What follows belongs to an exercise in optimizing a design on an open flow for small area and a short achievable clock period; a production flow would make more cautious choices. Only simulation tests tie the RTL to the original design; equivalence was not proved. The clock input has no modelled driver; a real chip could not lean on it and would need a root buffer or a full tree. Power figures rest on the tool's default switching activity, not on a simulated workload.

File: design/flow/design.v
`timescale 1ns/10ps
module ahb_slave_decode
(
	input logic tb_HCLK,
	input logic reset,
	input logic hsel,
	input logic [31:0] haddr,
	input logic [1:0] htrans,
	input logic hwrite,
	input logic tx_fifo_empty,
	output logic hready,
	output logic hresp,
	output logic hi_zero,
	output logic rd_strobe_lo,
	output logic rd_zero,
	output logic tx_pop_lo,
	output logic [3:0] hold_we,
	output logic [2:0] hold_keep,
	output logic is_encrypt_pulse,
	output logic is_decrypt_pulse
);
	logic is_status;
	logic is_enc;
	logic is_dec;
	logic is_block;
	logic is_tx;
	logic legal;
	logic accepted;
	logic wr_ok;
	logic dp_write;
	logic err_first;
	assign hi_zero = (haddr[31:8] == 24'd0);
	assign is_status = hi_zero && (haddr[7:2] == 6'd0);
	assign is_enc = hi_zero && (haddr[7:2] == 6'd1);
	assign is_dec = hi_zero && (haddr[7:2] == 6'd2);
	assign is_block = hi_zero && !haddr[7] && ((haddr[6:4] == 3'b001) || haddr[6]);
	assign is_tx = hi_zero && haddr[7];
	assign legal = hwrite ? (is_enc || is_dec || is_block)
		: (is_status || (is_tx && !tx_fifo_empty));
	assign accepted = hsel && htrans[1] && !err_first;
	assign wr_ok = accepted && hwrite;
	always_ff @(posedge tb_HCLK)
	begin
		if (reset)
		begin
			hready <= 1'b1;
			err_first <= 1'b0;
			hresp <= 1'b0;
			dp_write <= 1'b0;
			hold_we <= '0;
			hold_keep <= '1;
			is_encrypt_pulse <= 1'b0;
			is_decrypt_pulse <= 1'b0;
		end
		else
		begin
			hready <= !(accepted && !legal);
			err_first <= accepted && !legal;
			hresp <= (accepted && !legal) || err_first;
			dp_write <= wr_ok && legal;
			for (int i = 0; i < 4; i++)
				hold_we[i] <= wr_ok && is_block && (haddr[3:2] == 2'(i));
			for (int i = 0; i < 3; i++)
				hold_keep[i] <= !(wr_ok && is_block && (haddr[3:2] == 2'(i)));
			is_encrypt_pulse <= wr_ok && is_enc;
			is_decrypt_pulse <= wr_ok && is_dec;
		end
	end
	assign rd_strobe_lo = accepted && !hwrite
		&& ((haddr[7:2] == 6'd0) || (haddr[7] && !tx_fifo_empty));
	assign rd_zero = dp_write;
	assign tx_pop_lo = accepted && !hwrite && !dp_write && haddr[7] && !tx_fifo_empty
		&& (haddr[3:2] == 2'd3);
endmodule
`timescale 1ns/10ps
module block_assembler
(
	input logic tb_HCLK,
	input logic reset,
	input logic [3:0] hold_we,
	input logic [2:0] hold_keep,
	input logic [31:0] hwdata,
	output logic push,
	output logic [127:0] block
);
	logic [31:0] words_q [3];
	always_ff @(posedge tb_HCLK)
	begin
		for (int i = 0; i < 3; i++)
			words_q[i] <= reset ? '0 : (({32{hold_we[i]}} & hwdata) | ({32{hold_keep[i]}} & words_q[i]));
	end
	assign block = {words_q[0], words_q[1], words_q[2], hwdata};
	assign push = hold_we[3];
endmodule
`timescale 1ns/10ps
module block_fifo
(
	input logic tb_HCLK,
	input logic reset,
	input logic push,
	input logic [127:0] push_data,
	input logic pop_hi,
	input logic pop_lo,
	input logic [1:0] word_index,
	output logic [31:0] head_word,
	output logic full,
	output logic empty,
	output logic full_out,
	output logic empty_out
);
	logic [127:0] mem [4];
	logic [3:0] wr_sel;
	logic [3:0] rd_sel;
	logic [4:0] cnt;
	logic do_push;
	logic [4:0] cnt_if_pop;
	logic [4:0] cnt_if_no_pop;
	logic [4:0] cnt_if_hi;
	logic [3:0] rd_sel_if_hi;
	assign do_push = push && !full;
	assign cnt_if_pop = do_push ? cnt : {1'b0, cnt[4:1]};
	assign cnt_if_no_pop = do_push ? {cnt[3:0], 1'b0} : cnt;
	assign cnt_if_hi = pop_lo ? cnt_if_pop : cnt_if_no_pop;
	assign rd_sel_if_hi = pop_lo ? {rd_sel[2:0], rd_sel[3]} : rd_sel;
	always_ff @(posedge tb_HCLK)
	begin
		for (int i = 0; i < 4; i++)
			if (wr_sel[i] && !full)
				mem[i] <= push_data;
	end
	always_ff @(posedge tb_HCLK)
	begin
		if (reset)
		begin
			wr_sel <= 4'b0001;
			rd_sel <= 4'b0001;
			cnt <= 5'b00001;
			full_out <= 1'b0;
			empty_out <= 1'b1;
		end
		else
		begin
			if (do_push)
				wr_sel <= {wr_sel[2:0], wr_sel[3]};
			rd_sel <= pop_hi ? rd_sel_if_hi : rd_sel;
			cnt <= pop_hi ? cnt_if_hi : cnt_if_no_pop;
			full_out <= (pop_hi && pop_lo) ? 1'b0 : (full_out || (cnt[3] && do_push));
			empty_out <= do_push ? 1'b0 : (empty_out || (cnt[1] && pop_hi && pop_lo));
		end
	end
	assign full = cnt[4];
	assign empty = cnt[0];
	always_comb
	begin
		head_word = '0;
		for (int i = 0; i < 4; i++)
			for (int w = 0; w < 4; w++)
				if (rd_sel[i] && word_index == 2'(w))
					head_word = head_word | mem[i][127-32*w -: 32];
	end
endmodule
module rcv_block_fifo
(
	input logic tb_HCLK,
	input logic reset,
	input logic push,
	input logic [127:0] push_data,
	input logic pop,
	output logic [127:0] head,
	output logic full,
	output logic empty,
	output logic full_out,
	output logic empty_out
);
	logic [127:0] ring [3];
	logic [2:0] wr_sel;
	logic [2:0] rd_sel;
	logic [4:0] cnt;
	logic [4:0] cnt_next;
	logic [4:0] cnt_if_no_pop;
	logic [4:0] cnt_if_pop;
	logic one;
	logic more;
	logic do_push;
	logic do_pop;
	logic head_load;
	logic ring_write;
	logic [127:0] ring_head;
	assign one = cnt[1];
	assign do_push = push && !full;
	assign do_pop = pop && !empty;
	assign head_load = empty || pop;
	assign ring_write = do_push && !empty && !(one && pop);
	always_comb
	begin
		ring_head = '0;
		for (int i = 0; i < 3; i++)
			if (rd_sel[i])
				ring_head = ring_head | ring[i];
	end
	always_ff @(posedge tb_HCLK)
	begin
		if (reset)
			head <= '0;
		else if (head_load)
			head <= more ? ring_head : push_data;
	end
	always_ff @(posedge tb_HCLK)
	begin
		for (int i = 0; i < 3; i++)
			if (wr_sel[i] && !full)
				ring[i] <= push_data;
	end
	assign cnt_if_no_pop = do_push ? {cnt[3:0], 1'b0} : cnt;
	assign cnt_if_pop = empty ? cnt_if_no_pop : (do_push ? cnt : {1'b0, cnt[4:1]});
	assign cnt_next = pop ? cnt_if_pop : cnt_if_no_pop;
	always_ff @(posedge tb_HCLK)
	begin
		if (reset)
		begin
			wr_sel <= 3'b001;
			rd_sel <= 3'b001;
			cnt <= 5'b00001;
			more <= 1'b0;
			full_out <= 1'b0;
			empty_out <= 1'b1;
		end
		else
		begin
			if (ring_write)
				wr_sel <= {wr_sel[1:0], wr_sel[2]};
			if (do_pop && more)
				rd_sel <= {rd_sel[1:0], rd_sel[2]};
			cnt <= cnt_next;
			more <= cnt_next[2] || cnt_next[3] || cnt_next[4];
			full_out <= do_pop ? 1'b0 : (full_out || (cnt[3] && do_push));
			empty_out <= do_push ? 1'b0 : (empty_out || (cnt[1] && do_pop));
		end
	end
	assign full = cnt[4];
	assign empty = cnt[0];
endmodule
`timescale 1ns/10ps
module slave_regs
(
	input logic tb_HCLK,
	input logic reset,
	input logic [3:0] status,
	input logic [31:0] tx_word,
	input logic rcv_full,
	input logic rcv_empty,
	input logic tx_full,
	input logic tx_empty,
	input logic hi_zero,
	input logic rd_strobe_lo,
	input logic rd_zero,
	input logic rd_tx_region,
	output logic [31:0] hrdata
);
	logic [31:0] status_word;
	logic load;
	logic take_tx;
	logic take_status;
	logic keep;
	assign status_word = {24'd0, rcv_empty, rcv_full, tx_empty, tx_full, status};
	assign load = hi_zero && rd_strobe_lo;
	assign take_tx = !reset && load && !rd_zero && rd_tx_region;
	assign take_status = !reset && load && !rd_zero && !rd_tx_region;
	assign keep = !reset && !load;
	always_ff @(posedge tb_HCLK)
		hrdata <= ({32{take_tx}} & tx_word) | ({32{take_status}} & status_word) | ({32{keep}} & hrdata);
endmodule
`timescale 1ns/10ps
module ahb_block_port
#(
	parameter int RCV_DEPTH = 4,
	parameter int TX_DEPTH = 4
)
(
	input logic tb_HCLK,
	input logic reset,
	input logic hsel,
	input logic [31:0] haddr,
	input logic [1:0] htrans,
	input logic hwrite,
	input logic [31:0] hwdata,
	input logic [3:0] status,
	input logic [127:0] data_in,
	input logic tx_enq,
	input logic rcv_deq,
	output logic [31:0] hrdata,
	output logic hready,
	output logic hresp,
	output logic is_encrypt_pulse,
	output logic is_decrypt_pulse,
	output logic [127:0] rcv_fifo_out,
	output logic tx_fifo_full,
	output logic tx_fifo_empty,
	output logic rcv_fifo_full,
	output logic rcv_fifo_empty
);
	logic hi_zero;
	logic rd_strobe_lo;
	logic rd_zero;
	logic tx_pop_lo;
	logic [3:0] hold_we;
	logic [2:0] hold_keep;
	logic rcv_push;
	logic [127:0] rcv_block;
	logic [31:0] tx_word;
	logic rcv_full;
	logic rcv_empty;
	logic tx_full;
	logic tx_empty;
	ahb_slave_decode decode_i
	(
		.tb_HCLK(tb_HCLK),
		.reset(reset),
		.hsel(hsel),
		.haddr(haddr),
		.htrans(htrans),
		.hwrite(hwrite),
		.tx_fifo_empty(tx_empty),
		.hready(hready),
		.hresp(hresp),
		.hi_zero(hi_zero),
		.rd_strobe_lo(rd_strobe_lo),
		.rd_zero(rd_zero),
		.tx_pop_lo(tx_pop_lo),
		.hold_we(hold_we),
		.hold_keep(hold_keep),
		.is_encrypt_pulse(is_encrypt_pulse),
		.is_decrypt_pulse(is_decrypt_pulse)
	);
	block_assembler assembler_i
	(
		.tb_HCLK(tb_HCLK),
		.reset(reset),
		.hold_we(hold_we),
		.hold_keep(hold_keep),
		.hwdata(hwdata),
		.push(rcv_push),
		.block(rcv_block)
	);
	slave_regs regs_i
	(
		.tb_HCLK(tb_HCLK),
		.reset(reset),
		.status(status),
		.tx_word(tx_word),
		.rcv_full(rcv_full),
		.rcv_empty(rcv_empty),
		.tx_full(tx_full),
		.tx_empty(tx_empty),
		.hi_zero(hi_zero),
		.rd_strobe_lo(rd_strobe_lo),
		.rd_zero(rd_zero),
		.rd_tx_region(haddr[7]),
		.hrdata(hrdata)
	);
	rcv_block_fifo rcv_fifo_i
	(
		.tb_HCLK(tb_HCLK),
		.reset(reset),
		.push(rcv_push),
		.push_data(rcv_block),
		.pop(rcv_deq),
		.head(rcv_fifo_out),
		.full(rcv_full),
		.empty(rcv_empty),
		.full_out(rcv_fifo_full),
		.empty_out(rcv_fifo_empty)
	);
	block_fifo tx_fifo_i
	(
		.tb_HCLK(tb_HCLK),
		.reset(reset),
		.push(tx_enq),
		.push_data(data_in),
		.pop_hi(hi_zero),
		.pop_lo(tx_pop_lo),
		.word_index(haddr[3:2]),
		.head_word(tx_word),
		.full(tx_full),
		.empty(tx_empty),
		.full_out(tx_fifo_full),
		.empty_out(tx_fifo_empty)
	);
endmodule
File: design/flow/flow/run.sh
#!/bin/bash
export POST_CTS_TCL=$(pwd)/flow/post_cts.tcl
export SKIP_CTS_REPAIR_TIMING=1
export BUFFER_PORTS_ARGS="-buffer_cell sky130_fd_sc_hd__buf_2"
bash standard.sh > standard.log 2>&1
File: design/flow/flow/post_cts.tcl
set block [ord::get_db_block]
set port_net [$block findNet tb_HCLK]
set loads [$port_net getITerms]
if {[llength $loads] == 1} {
  set root [[lindex $loads 0] getInst]
  set out_net [[$root findITerm X] getNet]
  set sinks {}
  foreach it [$out_net getITerms] {
    if {[$it getInst] ne $root} { lappend sinks $it }
  }
  if {[string match "sky130_fd_sc_hd__clkbuf*" [[$root getMaster] getName]] && [llength $sinks] <= 4} {
    puts "post_cts: removing root clock buffer [$root getName] driving [llength $sinks] pins"
    foreach it $sinks {
      $it disconnect
      $it connect $port_net
    }
    odb::dbInst_destroy $root
    odb::dbNet_destroy $out_net
  } else {
    puts "post_cts: root clock buffer kept ([llength $sinks] pins)"
  }
}
estimate_parasitics -placement
report_clock_latency
repair_timing_helper
detailed_placement
check_placement -verbose
File: design/flow/standard.sh
#!/bin/bash
# synth_recipe.tcl (not shown) runs the flow's synth.tcl, then flattens the netlist and writes it again
# the make line also repeats each setting of config.mk as NAME=value (left out here)
make -C /OpenROAD-flow-scripts/flow DESIGN_CONFIG=/design/flow/config.mk WORK_HOME=/design/flow/orfs CLKGATE_MAP_FILE= SYNTH_SCRIPT=/design/flow/synth_recipe.tcl "${@:-finish}"
File: design/flow/config.mk
export PLATFORM = sky130hd
export DESIGN_NAME = ahb_block_port
export DESIGN_NICKNAME = ahb_block_port
export VERILOG_FILES = /design/flow/design.v
export SDC_FILE = /design/flow/constraint.sdc
export NUM_CORES = 4
export LEC_CHECK = 0
export ABC_AREA = 1
export CAP_MARGIN = 20
export CORE_MARGIN = 2
export CORE_UTILIZATION = 48
export CTS_CLUSTER_DIAMETER = 150
export CTS_CLUSTER_SIZE = 25
export SETUP_SLACK_MARGIN = 1.6
export SLEW_MARGIN = 20
File: design/flow/constraint.sdc
create_clock -name core_clock -period 3.2 [get_ports {tb_HCLK}]
set_input_delay 0.6400 -clock core_clock [delete_from_list [all_inputs] [get_ports {tb_HCLK}]]
set_output_delay 0.6400 -clock core_clock [all_outputs]
set_load 0.01 [all_outputs]
==> impl_metrics.yaml, run 1 <==
flow_run:
  maxCapViolations: 0
detailed_routing:
  firstDrtPassIters: 6
  routed_via_density: 5.40
  route.detailed.drc: 0
  routed_wl_um: 127000
  drtAntennaViolNets: 0
  wl_per_cell_um: 22.7
  vias: 30200
  drt_iter0_drc: 2887
final_layout:
  nets: 4507
  fill_cells: 7569
  drive_gt1_frac: 0.217
  area_growth_pct: 18.5
synth:
  syn_area_sq_mm: 0.0445
  synth-async-reset-ratio: 0
  syn_nets: 4088
  syn_avg_cell_area_sq_um: 11.5
  synth_edf_count: 896
  synth_cells: 3884
  synth-warning-count: 8
  ys_ff_latch: 1194
  synthFlopType: "edfxtp_1"
  ys_seq_area_frac: 0.738
  synth_cell_types: 31
sta:
  fin_worst_skew_ps: 19.6
  min_period_ps: 1640
  setup_viol: 0
  fin_tns_setup_ps: 0
  maxSlewHeadroom: 0.482
  drv_slew: 0
  hold_violations: 0
  finalCritPeriodShare: 0.513
  tightestPinTransition_ps: 769
  clock.fmax_mhz: 609
  setup_ws_ps: 1560
  rsz0062_at_grt: "true"
power_and_ir_drop:
  p_leak_nw: 19.4
  irDropWorstVdd_uv: 509
  p_per_area_mw_per_mm2: 496
global_route:
  first_global_vias: 27600
  grt_start_max_net_pins: 180
  grt_overflow: 0
  antenna_found_initial: 23
  grt_pass1_wl_um: 178000
  grt_util_all_layers: 0.250
worst_setup_path:
  path_max_fanout: 7
  path_buf_inv: 6
  critPathRequiredTime_ps: 3560
  crit_family: "buffers and inverters"
  cp.depth: 14
  crit_path_max_incr_delay_ps: 160
  cp.arrival_ps: 2000
  critPathLaunchType: "input port"
  path_class: "input port to flop"
  end_kind: "flop"
  crit_slowest_cell: "clkbuf_16"
  rr_worst_depth: 5
  path_cells: "buf_16 -> inv_6 -> nand2_8 -> buf_4 -> nor2_4 -> buf_4 -> clkbuf_16 -> buf_4 -> nand2_1 -> nand2_1 -> nor2_1 -> nand2_1 -> nor2_2 -> o21ai_1"
cts:
  cts_tree: "yes"
  worstSkewPairLatency_ps: 460
  path_clk_slew_ps: 100
  clock_sinks: 1194
placed_design:
  io_buffers: 368
  place_congestion: 0.795
  dp_hpwl_um: 69800
  dpl_worst_slack_ps: 554
die:
  ios: 372
  start_util: 0.485
  die_y_um: 309
  dieArea_sq_mm: 0.0952
  rows: 111
  core_area_sq_mm: 0.0918
  die_w_um: 309
worst_hold_path:
  hp-class: "input port to flop"
  holdPathStages: 1
status:
  status: "no timing/DRC/antenna violations"
==> worst register-to-register path: cells and delay by family, from the launching register on <==
kind	cells	cell delay, ps
AO/OA/AOI/OAI	2	510
buffers and inverters	1	290
flip-flops	1	580
AND/OR/NAND/NOR	2	160
==> cell families (layout without fill, tap and decap cells) <==
| family | count (synthesis) | after routing | share of synthesized area |
|---|---|---|---|
| simple gates | 1847 | 1850 | 0.170 |
| other cells | 0 | 8 | 0 |
| flops | 1194 | 1194 | 0.738 |
| buf+inv | 289 | 749 | 0.0274 |
| compound gates | 554 | 554 | 0.0642 |
==> sequential cells by signal (all words and copies together), names as in the netlist, 3 cells and up <==
name and flops:
tx_fifo_i.cnt 5, tx_fifo_i.rd_sel 4, assembler_i.words_q 96, tx_fifo_i.wr_sel 4
decode_i.hold_we 4, rcv_fifo_i.ring 384, rcv_fifo_i.wr_sel 3, rcv_fifo_i.rd_sel 3
rcv_fifo_i.head 128, regs_i.hrdata 32, rcv_fifo_i.cnt 5, tx_fifo_i.mem 512
decode_i.hold_keep 3
==> cell usage in the layout, fill, tap and decap left out, drive strengths merged <==
master,netlist,final
nand2,1425,1426
edfxtp,896,896
buf,79,549
dfxtp,298,298
o21ai,297,297
a21oi,251,251
nor2,214,215
nand4,151,151
clkbuf,123,109
inv,85,84
nand3,54,55
diode,0,8
o211ai,4,4
clkinvlp,0,3
nor3,2,2
bufbuf,0,2
clkinv,2,2
o22ai,1,1
nor4,1,1
a31oi,1,1
==> final cells by class <==
cell class                      count  area, sq um  area share
Clock inverter                      2         17.5    0.000332
Inverter                           87          373     0.00707
Tap cell                         1243         1560      0.0295
Clock buffer                       96         1510      0.0286
Timing Repair Buffer              564         5170      0.0980
Multi-Input combinational cell   2404        11000       0.208
Antenna cell                        8         20.0    0.000379
Sequential cell                  1194        33100       0.628
==> power breakdown <==
part | switching, mW | total (mW) | internal [mW]
Clock | 4.57 | 7.79 | 3.23
Sequential | 0.121 | 17.2 | 17.1
Combinational | 0.848 | 1.21 | 0.363
==> through the flow <==
step / hold slack (ps) / cell area (sq um) / utilization / cells / power (mW)
3_5_place_dp: 442 / 48500 / 0.528 / 5378 / 18.6
3_3_place_gp: 431 / 48500 / 0.528 / 5378 / 18.6
5_1_grt: 379 / 52800 / 0.575 / 5595 / 27.0
6_report: 392 / 52800 / 0.575 / 5598 / 26.2
2_1_floorplan: 427 / 45100 / - / 3884 / 18.0
==> cells in the mapped netlist, types with 20 or more instances <==
| library cell | n | area (sq um) |
|---|---|---|
| nand2_1 | 1420 | 5330 |
| edfxtp_1 | 896 | 26900 |
| dfxtp_1 | 298 | 5970 |
| o21ai_0 | 272 | 1360 |
| a21oi_1 | 251 | 1260 |
| nor2_1 | 196 | 736 |
| nand4_1 | 151 | 945 |
| clkbuf_1 | 123 | 462 |
| inv_1 | 81 | 304 |
| buf_2 | 69 | 345 |
| nand3_1 | 50 | 250 |
| o21ai_2 | 20 | 175 |
==> layer usage <==
metal	vias up	GRT usage	part of all wire
li1	14200	-	-
met1	14800	0.338	0.41
met5	-	0	0.0017
met3	178	0.0359	0.067
met4	34	0.0618	0.023
met2	1035	0.429	0.50
==> path summary, 6_finish.rpt <==
path | start | endpoint | slack, ps
max | haddr[3] | regs_i.hrdata[8]$_DFF_P_ | 1560
min | data_in[125] | tx_fifo_i.mem[0][125]$_DFFE_PP_ | 390
max reg2reg | rcv_fifo_i.rd_sel[1]$_SDFFE_PP0P_ | rcv_fifo_i.head[94]$_SDFFE_PP0P_ | 1610
min reg2reg | tx_fifo_i.full_out$_SDFF_PP0_ | tx_fifo_i.full_out$_SDFF_PP0_ | 460
==> inputs of run 2 (changes only) <==
==> design/flow/flow/run.sh (replaced) <==
#!/bin/bash
# Standard layout with these changes:
#  - ports are buffered with buf_2 instead of the delay-cell buffers buffer_ports picks by
#    default, and input ports then drop to buf_1 before repair_design (pre_resize.tcl);
#  - CTS runs without dummy loads;
#  - CTS's own timing repair is skipped and done in the post-CTS hook, on the final tree.
# Each tool's log stays in orfs/logs; standard.log holds make's output.
export POST_CTS_TCL=$(pwd)/flow/post_cts.tcl
export PRE_RESIZE_TCL=$(pwd)/flow/pre_resize.tcl
export SKIP_CTS_REPAIR_TIMING=1
export BUFFER_PORTS_ARGS="-buffer_cell sky130_fd_sc_hd__buf_2"
export CTS_ARGS="-sink_clustering_enable -repair_clock_nets -sink_clustering_size 25 -sink_clustering_max_diameter 150 -dont_use_dummy_load"
bash standard.sh > standard.log 2>&1
==> design/flow/flow/pre_resize.tcl (new file) <==
# Input ports are buffered with the smallest buffer; repair_design, which follows, resizes
# any that must be stronger. Output ports keep buf_2.
set block [ord::get_db_block]
set buf1 [[ord::get_db] findMaster sky130_fd_sc_hd__buf_1]
set n 0
foreach inst [$block getInsts] {
  if {[string match "input*" [$inst getName]] && [[$inst getMaster] getName] eq "sky130_fd_sc_hd__buf_2"} {
    $inst swapMaster $buf1
    incr n
  }
}
puts "pre_resize: $n input buffers set to buf_1"
--- a/design/flow/config.mk
+++ b/design/flow/config.mk
@@ -8,8 +8,8 @@
 export ABC_AREA = 1
 export CAP_MARGIN = 20
 export CORE_MARGIN = 2
-export CORE_UTILIZATION = 48
+export CORE_UTILIZATION = 40
 export CTS_CLUSTER_DIAMETER = 150
 export CTS_CLUSTER_SIZE = 25
-export SETUP_SLACK_MARGIN = 1.6
+export SETUP_SLACK_MARGIN = 1.55
 export SLEW_MARGIN = 20
==> run 2 against run 1 <==
Still clean. Global-route usage shrank 3.5 points. Sequential power hardly changed. Register-to-register slack worse by 70 ps. Synthesized cell count stayed put. Area after synthesis stayed put. Fmax fell by 3.1%. First-iteration DRC count shrank 9.9%. Power is 1.5% lower. Clock skew up 40 ps. Largest power group unchanged. Highest routed layer unchanged.
==> impl_metrics.yaml, run 2 <==
power_and_ir_drop:
  p_leak_nw: 18.7
  p_per_area_mw_per_mm2: 494
  power.total_mw: 25.8
  irDropWorstVdd_uv: 420
detailed_routing:
  route.detailed.drc: 0
  vias: 29800
  firstDrtPassIters: 6
  drt_iter0_drc: 2600
  routed_via_density: 5.15
  routed_wl_um: 129000
  wl_per_cell_um: 22.3
  drtAntennaViolNets: 0
sta:
  clock.fmax_mhz: 590
  whs_ps: 431
  setup_viol: 0
  fin_tns_setup_ps: 0
  finalCritPeriodShare: 0.530
  hold_violations: 0
  drv_slew: 0
  maxSlewHeadroom: 0.365
  tightestPinTransition_ps: 953
  fin_worst_skew_ps: 59.5
  min_period_ps: 1700
  setup_ws_ps: 1500
  rsz0062_at_grt: "true"
global_route:
  antenna_found_initial: 17
  grt_start_max_net_pins: 180
  first_global_vias: 27300
  grt_overflow: 0
  grt_util_all_layers: 0.215
  grt_pass1_wl_um: 181000
placed_design:
  dp_hpwl_um: 72900
  place_congestion: 0.805
  io_buffers: 368
  dpl_worst_slack_ps: 44.8
die:
  ios: 372
  dieArea_sq_mm: 0.114
  rows: 122
  die_w_um: 338
  core_area_sq_mm: 0.111
  start_util: 0.403
  die_y_um: 338
synth:
  yosysMostFrequentCell: "nand2_1"
  synth-xor-area-share: 0
  synthFlopType: "edfxtp_1"
  synth_cell_types: 31
  synth_common_cells: "1420 x nand2_1, 896 x edfxtp_1, 298 x dfxtp_1"
  syn_avg_cell_area_sq_um: 11.5
  synth_compound_area_frac: 0.0642
  synth_edf_count: 896
  synthTopCellsByArea: "edfxtp_1 60%, dfxtp_1 13%, nand2_1 12%"
  synth-async-reset-ratio: 0
  ys_ff_latch: 1194
  synth_top_area_frac: 0.604
  ys_seq_area_frac: 0.738
  synth-warning-count: 8
  syn_nets: 4088
  syn_area_sq_mm: 0.0445
  synth_top_family_by_area: "simple AND/OR/NAND/NOR gates"
  synth_fa_ha_area_frac: 0
  synthSimpleGateAreaFrac: 0.170
  synth_mux_area_frac: 0
  synth_cells: 3884
  yosysTopAreaCell: "edfxtp_1"
final_layout:
  fill_cells: 10100
  largest_registers: "tx_fifo_i.mem (512), rcv_fifo_i.ring (384), rcv_fifo_i.head (128)"
  area_growth_pct: 17.2
  final_cell_mix: "1387 x nand2_1, 896 x edfxtp_1, 270 x o21ai_0, 250 x a21oi_1, 250 x dfxtp_1"
  largest_reg_flops: 512
  largest_register: "tx_fifo_i.mem"
  drive_gt1_frac: 0.154
  final_util: 0.472
  final_common_cell: "nand2_1"
  nets: 4504
flow_run:
  maxCapViolations: 0
cts:
  path_clk_slew_ps: 100
  worstSkewPairLatency_ps: 480
  clock_sinks: 1194
worst_setup_path:
  end_kind: "flop"
  critPathLaunchType: "input port"
  path_max_fanout: 7
  path_class: "input port to flop"
  critPathRequiredTime_ps: 3560
  reg2reg_slack_ps: 1540
  cp.arrival_ps: 2060
status:
  status: "no timing/DRC/antenna violations"
worst_hold_path:
  hp-class: "input port to flop"
## run 2: per-stage QoR
step | instances | instance area [sq um]
6_report | 5792 | 52200
5_1_grt | 5789 | 52200
3_5_place_dp | 5624 | 48600
3_3_place_gp | 5624 | 48900
2_1_floorplan | 3884 | 45000
## run 2: cell families after synthesis
| logic type | count (synthesis) |
|---|---|
| and+or+nand+nor | 1847 |
| DFF | 1194 |
| AOI/OAI and AO/OA | 554 |
| buffers and inverters | 289 |
## run 2: layout make-up
class | instances | area [sq um] | share of cell area
sequential | 1194 | 33000 | 0.631
multi-input combinational | 2406 | 11200 | 0.214
timing repair buffer | 559 | 4520 | 0.0866
tap | 1488 | 1860 | 0.0357
clock buffer | 52 | 1300 | 0.0249
inverter | 87 | 373 | 0.00714
antenna | 6 | 15.0 | 0.000288
## run 2: where the power goes
part / switching (mW) / internal [mW] / total [mW]
combinational: 0.879 / 0.360 / 1.24
sequential: 0.120 / 17.1 / 17.2
clock: 4.45 / 2.91 / 7.36
## run 2: path summary, 6_finish.rpt
| kind | from | endpoint | cells past startpoint |
|---|---|---|---|
| max | haddr[2] | regs_i.hrdata[24]$_DFF_P_ | 13 |
| min | data_in[83] | tx_fifo_i.mem[1][83]$_DFFE_PP_ | 1 |
| max reg2reg | tx_fifo_i.rd_sel[2]$_SDFFE_PP0P_ | regs_i.hrdata[3]$_DFF_P_ | 13 |
| min reg2reg | tx_fifo_i.full_out$_SDFF_PP0_ | tx_fifo_i.full_out$_SDFF_PP0_ | 2 |
## run 2: routing by layer
metal | global-route usage | vias to the layer above | share of wire
li1 | - | 14100 | -
met1 | 0.281 | 14500 | 0.41
met2 | 0.367 | 978 | 0.49
met3 | 0.0391 | 184 | 0.072
met4 | 0.0614 | 24 | 0.030
met5 | 0 | - | 0.0013
## run 2: critical path, cell delays in order
cell and delay (ps):
buf_12 110, buf_8 120, nand3_4 90, clkinvlp_4 100
buf_12 150, buf_12 140, buf_16 160, nand2_2 60
nand2_1 50, nor2_1 90, nand2_1 100, nor2_4 180
o21ai_2 60
==> inputs of run 3 (changes only) <==
--- a/design/flow/flow/run.sh
+++ b/design/flow/flow/run.sh
@@ -1,7 +1,8 @@
 #!/bin/bash
 # Standard layout with these changes:
 #  - ports are buffered with buf_2 instead of the delay-cell buffers buffer_ports picks by
-#    default, and input ports then drop to buf_1 before repair_design (pre_resize.tcl);
+#    default, and the data inputs that only feed register data pins drop to buf_1 before
+#    repair_design (pre_resize.tcl);
 #  - CTS runs without dummy loads;
 #  - CTS's own timing repair is skipped and done in the post-CTS hook, on the final tree.
 # Each tool's log stays in orfs/logs; standard.log holds make's output.
==> design/flow/flow/pre_resize.tcl (replaced) <==
# The data inputs that only feed register data pins (data_in, hwdata, status) are buffered
# with buf_1; repair_design, which follows, resizes any that must be stronger. The other
# ports keep buf_2.
set block [ord::get_db_block]
set buf1 [[ord::get_db] findMaster sky130_fd_sc_hd__buf_1]
set n 0
foreach bterm [$block getBTerms] {
  set name [$bterm getName]
  if {[$bterm getIoType] ne "INPUT"} { continue }
  if {![regexp {^(data_in|hwdata|status)\[} $name]} { continue }
  foreach it [[$bterm getNet] getITerms] {
    set inst [$it getInst]
    if {[string match "input*" [$inst getName]] && [[$inst getMaster] getName] eq "sky130_fd_sc_hd__buf_2"} {
      $inst swapMaster $buf1
      incr n
    }
  }
}
puts "pre_resize: $n input buffers set to buf_1"
--- a/design/flow/config.mk
+++ b/design/flow/config.mk
@@ -8,8 +8,9 @@
 export ABC_AREA = 1
 export CAP_MARGIN = 20
 export CORE_MARGIN = 2
-export CORE_UTILIZATION = 40
+export CORE_UTILIZATION = 55
 export CTS_CLUSTER_DIAMETER = 150
 export CTS_CLUSTER_SIZE = 25
+export PLACE_DENSITY = 0.65
 export SETUP_SLACK_MARGIN = 1.55
 export SLEW_MARGIN = 20
==> run 3 against run 2 <==
Largest power group unchanged. Non-clock buffer count fell by 30. Flip-flop and latch count unchanged. Routed wire length decreased by 5.9%. Largest cell class unchanged.
==> impl_metrics.yaml, run 3 <==
sta:
  hold_violations: 0
  setup_viol: 0
  maxSlewHeadroom: 0.331
  fin_tns_setup_ps: 0
  clock.fmax_mhz: 604
  min_period_ps: 1660
  tightestPinTransition_ps: 1000
  rsz0062_at_grt: "true"
  fin_worst_skew_ps: 26.6
  whs_ps: 442
  drv_slew: 0
  finalCritPeriodShare: 0.518
power_and_ir_drop:
  p_leak_nw: 18.4
  switching_power_mw: 5.37
  p_per_area_mw_per_mm2: 506
  power.total_mw: 25.7
  p_int_mw: 20.3
  seq_power_share: 0.669
  irDropWorstVdd_uv: 501
  switching_share: 0.209
  clockPowerShare: 0.284
  power_frac_comb: 0.047
die:
  die_w_um: 289
  die_y_um: 289
  rows: 104
  dieArea_sq_mm: 0.0833
  ios: 372
  core_area_sq_mm: 0.0803
  start_util: 0.555
worst_setup_path:
  critPathLaunchType: "input port"
  reg2reg_slack_ps: 1570
  end_kind: "flop"
  critPathRequiredTime_ps: 3530
  path_max_fanout: 16
  cp.arrival_ps: 1990
  path_class: "input port to flop"
global_route:
  grt_start_max_net_pins: 180
  grt_util_all_layers: 0.277
  first_global_vias: 27400
  grt_overflow: 0
  grt_pass1_wl_um: 172000
  antenna_found_initial: 11
final_layout:
  area_growth_pct: 14.1
  nets: 4472
  final_common_cell: "nand2_1"
  largest_register: "tx_fifo_i.mem"
  drive_gt1_frac: 0.140
  largest_registers: "tx_fifo_i.mem (512), rcv_fifo_i.ring (384), rcv_fifo_i.head (128)"
  largest_reg_flops: 512
  final_cell_mix: "1409 x nand2_1, 896 x edfxtp_1, 270 x o21ai_0, 270 x dfxtp_1, 249 x a21oi_1"
synth:
  synth-async-reset-ratio: 0
  synth-xor-area-share: 0
  synth_compound_area_frac: 0.0642
  synth_common_cells: "1420 x nand2_1, 896 x edfxtp_1, 298 x dfxtp_1"
  synthSimpleGateAreaFrac: 0.170
  synthFlopType: "edfxtp_1"
  synthTopCellsByArea: "edfxtp_1 60%, dfxtp_1 13%, nand2_1 12%"
  synth_edf_count: 896
  syn_area_sq_mm: 0.0445
  ys_ff_latch: 1194
  synth_mux_area_frac: 0
  syn_avg_cell_area_sq_um: 11.5
  synth_fa_ha_area_frac: 0
  ys_seq_area_frac: 0.738
  synth_top_area_frac: 0.604
  synth_cell_types: 31
  yosysMostFrequentCell: "nand2_1"
  synth_cells: 3884
  yosysTopAreaCell: "edfxtp_1"
  synth_top_family_by_area: "simple AND/OR/NAND/NOR gates"
  syn_nets: 4088
  synth-warning-count: 8
placed_design:
  dp_hpwl_um: 67400
  place_congestion: 0.799
  io_buffers: 368
detailed_routing:
  routed_via_density: 5.64
  m1WireLength_um: 48600
  wl_met3_um: 9200
  route.detailed.drc: 0
  wl_per_cell_um: 22.8
  vias: 30100
  routed_wl_um: 121000
  top_layer_used: "met5"
  drtAntennaViolNets: 0
  route.met2.wl_um: 59100
  drt_iter0_drc: 3014
  firstDrtPassIters: 6
cts:
  clock_sinks: 1194
  path_clk_slew_ps: 100
  worstSkewPairLatency_ps: 460
worst_hold_path:
  hp-class: "input port to flop"
status:
  status: "no timing/DRC/antenna violations"
flow_run:
  maxCapViolations: 0
run 3: cell counts after synthesis:
No cell type changed its count.
run 3: worst max-delay path: stages:
cell and delay, ps:
buf_16 130, buf_12 130, nand2_8 90, nor2_4 70
buf_12 130, clkbuf_16 210, a21oi_2 140, nand2_1 60
nor2_1 130, nand2_1 100, nand2_1 80, nand3_1 60
run 3: power groups by stage:
stage	Combinational, mW	Clock (mW)	Sequential, mW
2_1_floorplan	0.470	0	17.6
3_3_place_gp	1.08	0	17.5
3_5_place_dp	1.06	0	17.5
5_1_grt	1.29	7.92	17.2
6_report	1.20	7.30	17.2
run 3: path summary, 6_finish.rpt:
kind                                 start                          endpoint  cells after the start
max                               haddr[2]          regs_i.hrdata[5]$_DFF_P_                     12
min                            data_in[58]    tx_fifo_i.mem[0][58]$_DFFE_PP_                      1
min reg2reg  tx_fifo_i.full_out$_SDFF_PP0_     tx_fifo_i.full_out$_SDFF_PP0_                      2
max reg2reg   rcv_fifo_i.cnt[4]$_SDFF_PP0_  rcv_fifo_i.ring[2][55]$_DFFE_PP_                      2
run 3: metal layers:
layer  track usage  up-vias
li1              -    14000
met1         0.382    14700
met2         0.467     1128
met3        0.0371      206
met4        0.0772       14
met5             0        -
run 3: layout make-up:
| cell class | instances | area, sq um |
|---|---|---|
| inverter | 87 | 370 |
| sequential | 1194 | 32900 |
| fill | 6242 | 29500 |
| multi-input combinational | 2404 | 10900 |
| tap | 1060 | 1330 |
| clock buffer | 52 | 1300 |
| antenna | 4 | 10.0 |
| timing repair buffer | 529 | 3910 |
run 3: cell families (layout without fill, tap and decap cells):
| logic type | Yosys count | after routing |
|---|---|---|
| other | 0 | 4 |
| AO/OA/AOI/OAI | 554 | 554 |
| flip-flops | 1194 | 1194 |
| AND/OR/NAND/NOR | 1847 | 1850 |
| buffers and inverters | 289 | 668 |
run 3: through the flow:
stage	std cells	cell area (sq um)	worst slack (ps)	util
after floorplan	3884	45000	513	-
after global placement	5191	48200	581	0.600
after detailed placement	5191	48000	534	0.598
after global routing	5330	50800	1440	0.633
final	5330	50800	1540	0.633
==> inputs of run 4 (changes only) <==
--- a/design/flow/config.mk
+++ b/design/flow/config.mk
@@ -8,9 +8,8 @@
 export ABC_AREA = 1
 export CAP_MARGIN = 20
 export CORE_MARGIN = 2
-export CORE_UTILIZATION = 55
+export CORE_UTILIZATION = 40
 export CTS_CLUSTER_DIAMETER = 150
 export CTS_CLUSTER_SIZE = 25
-export PLACE_DENSITY = 0.65
 export SETUP_SLACK_MARGIN = 1.55
 export SLEW_MARGIN = 20
==> run 4 against run 3 <==
Still clean on timing, DRC and antenna. Synthesized cell count unchanged. First-iteration DRC count decreased by 13%. Area after synthesis unchanged. Setup slack got worse by 47 ps. Fmax decreased by 2.7%. Hold slack got worse by 24 ps. Routed wire length increased by 7.4%. Utilization decreased by 16 points. Critical path type unchanged. Largest cell class unchanged. Largest power group unchanged. Highest routed layer unchanged.
==> impl_metrics.yaml, run 4 <==
synth:
  synthTopCellsByArea: "edfxtp_1 60%, dfxtp_1 13%, nand2_1 12%"
  synth_top_area_frac: 0.604
  synth_top_family_by_area: "simple AND/OR/NAND/NOR gates"
  synth_mux_area_frac: 0
  syn_nets: 4088
  yosysTopAreaCell: "edfxtp_1"
  synth_common_cells: "1420 x nand2_1, 896 x edfxtp_1, 298 x dfxtp_1"
  syn_avg_cell_area_sq_um: 11.5
  synth_compound_area_frac: 0.0642
  ys_seq_area_frac: 0.738
  synth-warning-count: 8
  synth_fa_ha_area_frac: 0
  synthFlopType: "edfxtp_1"
  synth-xor-area-share: 0
  syn_area_sq_mm: 0.0445
  ys_ff_latch: 1194
  synth_cell_types: 31
  synth_cells: 3884
  synth-async-reset-ratio: 0
  synthSimpleGateAreaFrac: 0.170
  yosysMostFrequentCell: "nand2_1"
  synth_edf_count: 896
die:
  ios: 372
  rows: 122
  dieArea_sq_mm: 0.114
  core_area_sq_mm: 0.111
  start_util: 0.403
  die_y_um: 338
  die_w_um: 338
placed_design:
  dpl_worst_slack_ps: 414
  dp_hpwl_um: 72900
  io_buffers: 368
  place_congestion: 0.805
detailed_routing:
  routed_via_density: 5.16
  route.detailed.drc: 0
  firstDrtPassIters: 5
  drtAntennaViolNets: 0
  drt_iter0_drc: 2608
  wl_per_cell_um: 22.5
  routed_wl_um: 130000
  vias: 29900
worst_setup_path:
  path_class: "input port to flop"
  critPathRequiredTime_ps: 3530
  reg2reg_to: "regs_i.hrdata[1]$_DFF_P_"
  reg2reg_slack_ps: 1550
  end_kind: "flop"
  critPathLaunch: "haddr[2]"
  critPathLaunchType: "input port"
  path_max_fanout: 4
  rr_startpoint: "tx_fifo_i.rd_sel[1]$_SDFFE_PP0P_"
  endpoint: "regs_i.hrdata[1]$_DFF_P_"
  rr_worst_depth: 13
  cp.arrival_ps: 2030
power_and_ir_drop:
  irDropWorstVdd_uv: 425
  p_per_area_mw_per_mm2: 492
  p_leak_nw: 18.9
sta:
  min_period_ps: 1700
  tightestPinTransition_ps: 943
  maxSlewHeadroom: 0.371
  fin_worst_skew_ps: 56.6
  setup_ws_ps: 1500
  hold_violations: 0
  setup_viol: 0
  clock.fmax_mhz: 587
  fin_tns_setup_ps: 0
  drv_slew: 0
  rsz0062_at_grt: "true"
  finalCritPeriodShare: 0.532
worst_hold_path:
  hp-class: "input port to flop"
final_layout:
  multi_input_area_sq_mm: 0.0112
  drive_gt1_frac: 0.164
  nets: 4509
  largest_registers: "tx_fifo_i.mem (512), rcv_fifo_i.ring (384), rcv_fifo_i.head (128)"
  area_growth_pct: 17.7
  final_cell_mix: "1383 x nand2_1, 896 x edfxtp_1, 271 x o21ai_0, 251 x dfxtp_1, 250 x a21oi_1"
  final_common_cell: "nand2_1"
  largest_reg_flops: 512
  fill_cells: 10000
  seq_area_sq_mm: 0.0330
  largest_register: "tx_fifo_i.mem"
global_route:
  first_global_vias: 27400
  grt_util_all_layers: 0.216
  grt_start_max_net_pins: 180
  grt_pass1_wl_um: 183000
  antenna_found_initial: 15
  grt_overflow: 0
flow_run:
  maxCapViolations: 0
cts:
  clock_sinks: 1194
  path_clk_slew_ps: 100
  worstSkewPairLatency_ps: 480
status:
  status: "no timing/DRC/antenna violations"
-- run 4: worst min-delay path by stage --
stage	start	to	slack [ps]	depth (start not counted)
after floorplan	decode_i.err_first$_SDFF_PP0_	decode_i.hresp$_SDFF_PP0_	430	2
after global placement	decode_i.err_first$_SDFF_PP0_	decode_i.hresp$_SDFF_PP0_	430	2
after detailed placement	tx_fifo_i.full_out$_SDFF_PP0_	tx_fifo_i.full_out$_SDFF_PP0_	440	2
after global routing	data_in[28]	tx_fifo_i.mem[1][28]$_DFFE_PP_	420	1
final	data_in[27]	tx_fifo_i.mem[3][27]$_DFFE_PP_	420	1
-- run 4: power breakdown --
group | internal, mW | total (mW) | switching [mW] | leakage (nW)
combinational | 0.361 | 1.24 | 0.883 | 7.05
clock | 2.91 | 7.36 | 4.46 | 0.641
sequential | 17.1 | 17.2 | 0.121 | 11.2
total | 20.3 | 25.8 | 5.46 | 18.9
-- run 4: routing by layer --
layer	vias to the layer above	wire length, um	global-route usage
li1	14100	-	-
met1	14600	52600	0.283
met2	1011	64500	0.369
met3	162	9550	0.0357
met4	22	3410	0.0610
met5	-	147	0
-- run 4: metrics by stage --
stage | instance area, sq um | std cells | hold WS [ps] | utilization | power [mW]
2_1_floorplan | 45000 | 3884 | 427 | - | 18.0
3_3_place_gp | 48900 | 5624 | 433 | 0.442 | 18.7
3_5_place_dp | 48700 | 5624 | 435 | 0.440 | 18.6
5_1_grt | 52400 | 5794 | 419 | 0.474 | 26.6
6_report | 52400 | 5796 | 417 | 0.474 | 25.8
-- run 4: final cells by class --
| cell class | count | area share |
|---|---|---|
| Clock buffer | 52 | 0.0248 |
| Sequential cell | 1194 | 0.629 |
| Inverter | 87 | 0.00721 |
| Timing Repair Buffer | 565 | 0.0901 |
| Multi-Input combinational cell | 2405 | 0.213 |
| Tap cell | 1488 | 0.0355 |
| Antenna cell | 5 | 0.000239 |
-- run 4: cells by family after synthesis --
| family | count (synthesis) |
|---|---|
| simple gates | 1847 |
| flops | 1194 |
| compound gates | 554 |
| buf+inv | 289 |
-- run 4: worst max-delay path, stage by stage --
cell and delay, ps:
buf_12 110, buf_12 120, nand3_4 90, clkinvlp_4 100, buf_12 140, buf_16 140
buf_12 130, nand2_4 50, nand2_2 40, inv_1 50, nand2_1 50, nor2_1 120
nand2_2 110, nand2_2 90, nand3_2 50
==> inputs of run 5 (changes only) <==
--- a/design/flow/config.mk
+++ b/design/flow/config.mk
@@ -8,8 +8,9 @@
 export ABC_AREA = 1
 export CAP_MARGIN = 20
 export CORE_MARGIN = 2
-export CORE_UTILIZATION = 40
+export CORE_UTILIZATION = 65
 export CTS_CLUSTER_DIAMETER = 150
 export CTS_CLUSTER_SIZE = 25
+export PLACE_DENSITY = 0.74
 export SETUP_SLACK_MARGIN = 1.55
 export SLEW_MARGIN = 20
==> run 5 against run 4 <==
Hold slack better by 22 ps. Still clean on timing, DRC and antenna. First-iteration DRC count is 35% higher. Largest cell class unchanged. Register-to-register slack better by 40 ps. Synthesized cell count stayed put. Combinational power is 13% lower. Fmax is 3.5% higher. Highest routed layer unchanged. Utilization is 27 points higher. Design area is 4.3% lower. Clock power is 2% lower. Cell count is 12% lower.
==> impl_metrics.yaml, run 5 <==
status:
  status: "no timing/DRC/antenna violations"
die:
  rows: 95
  ios: 372
  die_w_um: 266
  core_area_sq_mm: 0.0675
  start_util: 0.660
  die_y_um: 266
  dieArea_sq_mm: 0.0706
global_route:
  grtUsageMet1: 0.425
  grt_pass1_wl_um: 166000
  use_met3: 0.0518
  grt_overflow: 0
  top_usage_layer: "met2"
  grt_util_met2: 0.521
  first_global_vias: 27500
  antenna_found_initial: 21
  grt_util_all_layers: 0.313
  grt_start_max_net_pins: 180
final_layout:
  largest_reg_flops: 512
  final_cell_mix: "1414 x nand2_1, 896 x edfxtp_1, 272 x o21ai_0, 270 x dfxtp_1, 250 x a21oi_1"
  fin_area_sq_mm: 0.0502
  nets: 4445
  largest_register: "tx_fifo_i.mem"
  fill_cells: 4502
  largest_registers: "tx_fifo_i.mem (512), rcv_fifo_i.ring (384), rcv_fifo_i.head (128)"
  drive_gt1_frac: 0.132
  multi_input_area_sq_mm: 0.0109
  seq_area_sq_mm: 0.0329
  final_common_cell: "nand2_1"
  area_growth_pct: 12.7
detailed_routing:
  drtAntennaViolNets: 0
  routed_via_density: 5.91
  drt_iter0_drc: 3522
  wl_per_cell_um: 22.9
  routed_wl_um: 117000
  firstDrtPassIters: 8
  route.detailed.drc: 0
  vias: 30300
synth:
  synth_cells: 3884
  ys_ff_latch: 1194
  syn_nets: 4088
  yosysMostFrequentCell: "nand2_1"
  syn_avg_cell_area_sq_um: 11.5
  synth_top_area_frac: 0.604
  synth-async-reset-ratio: 0
  synthTopCellsByArea: "edfxtp_1 60%, dfxtp_1 13%, nand2_1 12%"
  syn_area_sq_mm: 0.0445
  synth_common_cells: "1420 x nand2_1, 896 x edfxtp_1, 298 x dfxtp_1"
  synth_edf_count: 896
  yosysTopAreaCell: "edfxtp_1"
  synth_cell_types: 31
  synth-warning-count: 8
  ys_seq_area_frac: 0.738
  synthFlopType: "edfxtp_1"
cts:
  worstSkewPairLatency_ps: 450
  path_clk_slew_ps: 100
  clock_sinks: 1194
sta:
  fin_tns_setup_ps: 0
  tightestPinTransition_ps: 989
  rsz0062_at_grt: "true"
  setup_viol: 0
  finalCritPeriodShare: 0.514
  min_period_ps: 1650
  hold_violations: 0
  drv_slew: 0
  maxSlewHeadroom: 0.341
  clock.fmax_mhz: 608
  fin_worst_skew_ps: 30.6
worst_setup_path:
  end_kind: "flop"
  crit_slowest_cell: "nor2_1"
  path_cells: "buf_2 -> clkinvlp_4 -> nor2_1 -> inv_1 -> o21ai_0 -> o22ai_1 -> a31oi_1"
  cp.arrival_ps: 2010
  reg2reg_to: "regs_i.hrdata[1]$_DFF_P_"
  critPathLaunch: "rcv_deq"
  path_max_fanout: 6
  crit_path_max_incr_delay_ps: 410
  reg2reg_slack_ps: 1590
  path_class: "input port to flop"
  rr_worst_depth: 11
  critPathLaunchType: "input port"
  endpoint: "rcv_fifo_i.more$_SDFF_PP0_"
  rr_startpoint: "tx_fifo_i.rd_sel[1]$_SDFFE_PP0P_"
  critPathRequiredTime_ps: 3570
power_and_ir_drop:
  power_frac_comb: 0.042
  p_leak_nw: 18.3
  seq_power_share: 0.675
  switching_power_mw: 5.21
  irDropWorstVdd_uv: 516
  clockPowerShare: 0.282
  p_int_mw: 20.3
  p_per_area_mw_per_mm2: 507
  switching_share: 0.205
placed_design:
  io_buffers: 368
  dp_hpwl_um: 64500
  place_congestion: 0.805
  dpl-instance-area_sq_mm: 0.0476
flow_run:
  maxCapViolations: 0
worst_hold_path:
  hp-class: "input port to flop"
[run 5: changes by cell type in the layout (fill, tap and decap cells not counted), moves of 14 or more]
cell / before / now
buf_12: 83 / 42
nand2_1: 1383 / 1414
nand2_2: 30 / 4
nor2_1: 143 / 166
dfxtp_1: 251 / 270
buf_4: 78 / 63
dfxtp_2: 36 / 22
nor2_2: 33 / 19
[run 5: cell families after synthesis]
kind of cell,share of synthesized area
buf+inv,0.0274
compound gates,0.0642
simple gates,0.170
flops,0.738
[run 5: power groups by stage]
stage | Clock, mW | Combinational (mW) | Sequential, mW
floorplan | 0 | 0.470 | 17.6
global placement | 0 | 1.02 | 17.5
detailed placement | 0 | 1.00 | 17.5
global route | 7.72 | 1.16 | 17.2
finish | 7.18 | 1.08 | 17.2
[run 5: stage by stage]
stage | setup WS (ps) | utilization | instances | total power [mW] | hold WS, ps
after floorplan | 513 | - | 3884 | 18.0 | 427
after global placement | 653 | 0.708 | 4990 | 18.5 | 434
after detailed placement | 599 | 0.705 | 4990 | 18.5 | 436
after global routing | 1490 | 0.743 | 5119 | 26.1 | 448
final | 1550 | 0.743 | 5120 | 25.5 | 440
[run 5: per-layer routing]
| layer | wire length [um] | vias up |
|---|---|---|
| li1 | - | 14000 |
| met1 | 44200 | 14500 |
| met2 | 57500 | 1460 |
| met3 | 10500 | 251 |
| met4 | 4560 | 26 |
| met5 | 159 | - |
[run 5: layout make-up]
type,instances,area share
diodes,8,0.000399
inverters,87,0.00718
clock buffers,52,0.0259
repair buffers,502,0.0716
flip-flops and latches,1194,0.656
multi-input cells,2404,0.217
well taps,873,0.0218
[run 5: worst min-delay path by stage]
stage	from	slack, ps	cells after the start	end
5_1_grt	data_in[124]	450	1	tx_fifo_i.mem[2][124]$_DFFE_PP_
6_report	data_in[121]	440	1	tx_fifo_i.mem[2][121]$_DFFE_PP_
3_5_place_dp	tx_fifo_i.full_out$_SDFF_PP0_	440	2	tx_fifo_i.full_out$_SDFF_PP0_
2_1_floorplan	decode_i.err_first$_SDFF_PP0_	430	2	decode_i.hresp$_SDFF_PP0_
3_3_place_gp	tx_fifo_i.full_out$_SDFF_PP0_	430	2	tx_fifo_i.full_out$_SDFF_PP0_
[run 5: critical path: cells and delay by family]
kind	cells	cell delay [ps]
compound gates	3	400
buf+inv	3	550
simple gates	1	410
==> inputs of run 6 (changes only) <==
--- a/design/flow/config.mk
+++ b/design/flow/config.mk
@@ -8,9 +8,9 @@
 export ABC_AREA = 1
 export CAP_MARGIN = 20
 export CORE_MARGIN = 2
-export CORE_UTILIZATION = 65
+export CORE_UTILIZATION = 60
 export CTS_CLUSTER_DIAMETER = 150
 export CTS_CLUSTER_SIZE = 25
-export PLACE_DENSITY = 0.74
+export PLACE_DENSITY = 0.69
 export SETUP_SLACK_MARGIN = 1.55
 export SLEW_MARGIN = 20
==> run 6 against run 5 <==
Critical path type is now flop to primary output. Still clean on timing, DRC and antenna. Flip-flop and latch count stayed put. Via count decreased by 0.32%. Sequential share of layout area down 0.36 points. Sequential power about the same. Largest cell class unchanged. Power rose by 0.27%. Die area up 8.2%. Clock-buffer cell count did not move.
==> impl_metrics.yaml, run 6 <==
status:
  status: "no timing/DRC/antenna violations"
power_and_ir_drop:
  power.total_mw: 25.5
  p_leak_nw: 18.3
  irDropWorstVdd_uv: 505
  p_per_area_mw_per_mm2: 506
final_layout:
  drive_gt1_frac: 0.136
  largest_reg_flops: 512
  fill_cells: 5357
  final_common_cell: "nand2_1"
  largest_registers: "tx_fifo_i.mem (512), rcv_fifo_i.ring (384), rcv_fifo_i.head (128)"
  final_util: 0.690
  area_growth_pct: 13.4
  fin_area_sq_mm: 0.0505
  seq_area_sq_mm: 0.0329
  final_cell_mix: "1413 x nand2_1, 896 x edfxtp_1, 272 x o21ai_0, 265 x dfxtp_1, 250 x a21oi_1"
  final_cell_count_no_fill: 5206
  largest_register: "tx_fifo_i.mem"
  multi_input_area_sq_mm: 0.0109
  nets: 4449
die:
  core_area_sq_mm: 0.0732
  die_w_um: 276
  dieArea_sq_mm: 0.0764
  die_y_um: 276
  ios: 372
  rows: 99
  start_util: 0.608
sta:
  setup_ws_ps: 1530
  whs_ps: 445
  setup_viol: 0
  clock.fmax_mhz: 600
  rsz0062_at_grt: "true"
  tightestPinTransition_ps: 1060
  maxSlewHeadroom: 0.291
  drv_slew: 0
  fin_tns_setup_ps: 0
  fin_worst_skew_ps: 21.9
  finalCritPeriodShare: 0.521
  hold_violations: 0
  min_period_ps: 1670
worst_setup_path:
  critPathRequiredTime_ps: 2560
  reg2reg_to: "tx_fifo_i.mem[2][126]$_DFFE_PP_"
  crit_family: "flip-flops"
  rr_worst_depth: 3
  path_class: "flop to primary output"
  rr_startpoint: "tx_fifo_i.wr_sel[2]$_SDFFE_PP0P_"
  reg2reg_slack_ps: 1570
  crit_path_max_incr_delay_ps: 410
  path_cells: "buf_2"
  crit_slowest_cell: "dfxtp_1"
  critPathLaunchType: "flop"
  cp.arrival_ps: 1030
  path_max_fanout: 2
  path_buf_inv: 1
  end_kind: "primary output"
synth:
  synthTopCellsByArea: "edfxtp_1 60%, dfxtp_1 13%, nand2_1 12%"
  syn_area_sq_mm: 0.0445
  synth_cells: 3884
  yosysMostFrequentCell: "nand2_1"
  ys_ff_latch: 1194
  synth_cell_types: 31
  synth-async-reset-ratio: 0
  synth_common_cells: "1420 x nand2_1, 896 x edfxtp_1, 298 x dfxtp_1"
  synth_top_area_frac: 0.604
  synth-warning-count: 8
  synthFlopType: "edfxtp_1"
  yosysTopAreaCell: "edfxtp_1"
  syn_avg_cell_area_sq_um: 11.5
  ys_seq_area_frac: 0.738
  synth_edf_count: 896
  syn_nets: 4088
worst_hold_path:
  holdCritStartpoint: "data_in[73]"
  min_to: "tx_fifo_i.mem[1][73]$_DFFE_PP_"
  hp-class: "input port to flop"
  holdPathStages: 1
cts:
  worstSkewPairLatency_ps: 450
  path_clk_slew_ps: 100
  clock_sinks: 1194
detailed_routing:
  route.detailed.drc: 0
  drtAntennaViolNets: 0
  routed_wl_um: 118000
  wl_per_cell_um: 22.6
  vias: 30200
  routed_via_density: 5.79
  firstDrtPassIters: 5
  drt_iter0_drc: 3012
placed_design:
  dp.cells: 5080
  dpl-instance-area_sq_mm: 0.0477
  dpl_worst_slack_ps: 661
  place_congestion: 0.807
  dp_hpwl_um: 65600
  io_buffers: 368
global_route:
  grt_pass1_wl_um: 171000
  grt_start_max_net_pins: 180
  grt_overflow: 0
  first_global_vias: 27900
  grt_util_all_layers: 0.295
  antenna_found_initial: 19
flow_run:
  maxCapViolations: 0
run 6: cell counts after synthesis:
No cell type changed its count.
run 6: where the power goes:
group          total, mW  switching [mW]  internal [mW]
clock               7.22            4.31           2.91
sequential          17.2           0.118           17.1
combinational       1.12           0.818          0.302
run 6: logic make-up after synthesis:
| kind of cell | after synthesis | synth area share |
|---|---|---|
| buffers and inverters | 289 | 0.0274 |
| AOI/OAI and AO/OA | 554 | 0.0642 |
| DFF | 1194 | 0.738 |
| and+or+nand+nor | 1847 | 0.170 |
run 6: per-layer routing:
layer / share of wire / vias to the layer above / GRT usage
li1: - / 14000 / -
met1: 0.39 / 14700 / 0.397
met2: 0.49 / 1245 / 0.496
met3: 0.081 / 213 / 0.0463
met4: 0.034 / 30 / 0.0919
met5: 0.0017 / - / 0
run 6: final cells by class:
cell class	count	area share
sequential	1194	0.653
multi-input combinational	2404	0.217
timing repair buffer	506	0.0738
clock buffer	52	0.0258
tap	959	0.0238
inverter	87	0.00731
antenna	4	0.000198
run 6: how the worst max path moves through the flow:
stage	from	to	slack, ps	cells after the start
floorplan	tx_fifo_i.cnt[4]$_SDFFE_PP0P_	tx_fifo_i.mem[0][0]$_DFFE_PP_	510	1
global placement	haddr[3]	regs_i.hrdata[4]$_DFF_P_	700	13
detailed placement	haddr[3]	regs_i.hrdata[4]$_DFF_P_	660	13
global route	haddr[25]	regs_i.hrdata[31]$_DFF_P_	1470	10
finish	rcv_fifo_i.head[88]$_SDFFE_PP0P_	rcv_fifo_out[88]	1530	1

-- static timing again, ports no longer ideal --
The results above use ideal ports. As a check the final layouts listed here were re-extracted and re-timed, cells and wires unchanged. Step 1: set_driving_cell puts a clkbuf_16 on tb_HCLK and a buf_2 on each other input, an assumption about the parent block. Step 2, shift: input delay + t, output delay - t, t = (earliest + latest rising clock arrival at the registers) / 2. This alone moves slack from input paths to output paths. Slacks: ideal ports / drivers / drivers and shift; pairs: ideal ports / drivers.
run | t, ns | slack for setup (ns) | clock arrival spread, ns | worst register clock-pin slew, ns | pins driven straight from the clock port
run 1 | 0.589 | 1.557 / 1.435 / 0.988 | 0.023 / 0.024 | 0.11 / 0.11 | 4
run 2 | 0.592 | 1.504 / 1.393 / 0.998 | 0.073 / 0.072 | 0.10 / 0.10 | 4
run 3 | 0.574 | 1.544 / 1.443 / 1.029 | 0.049 / 0.048 | 0.10 / 0.10 | 4
run 4 | 0.595 | 1.497 / 1.407 / 0.988 | 0.071 / 0.071 | 0.11 / 0.11 | 4
run 5 | 0.570 | 1.554 / 1.432 / 1.068 | 0.043 / 0.043 | 0.10 / 0.10 | 4
run 6 | 0.577 | 1.533 / 1.398 / 1.072 | 0.025 / 0.025 | 0.10 / 0.10 | 4
After both steps setup and hold are still met in every run listed. For run 1, which loses most, drivers alone change the setup slack by -0.122 ns; drivers and shift together by -0.569 ns.
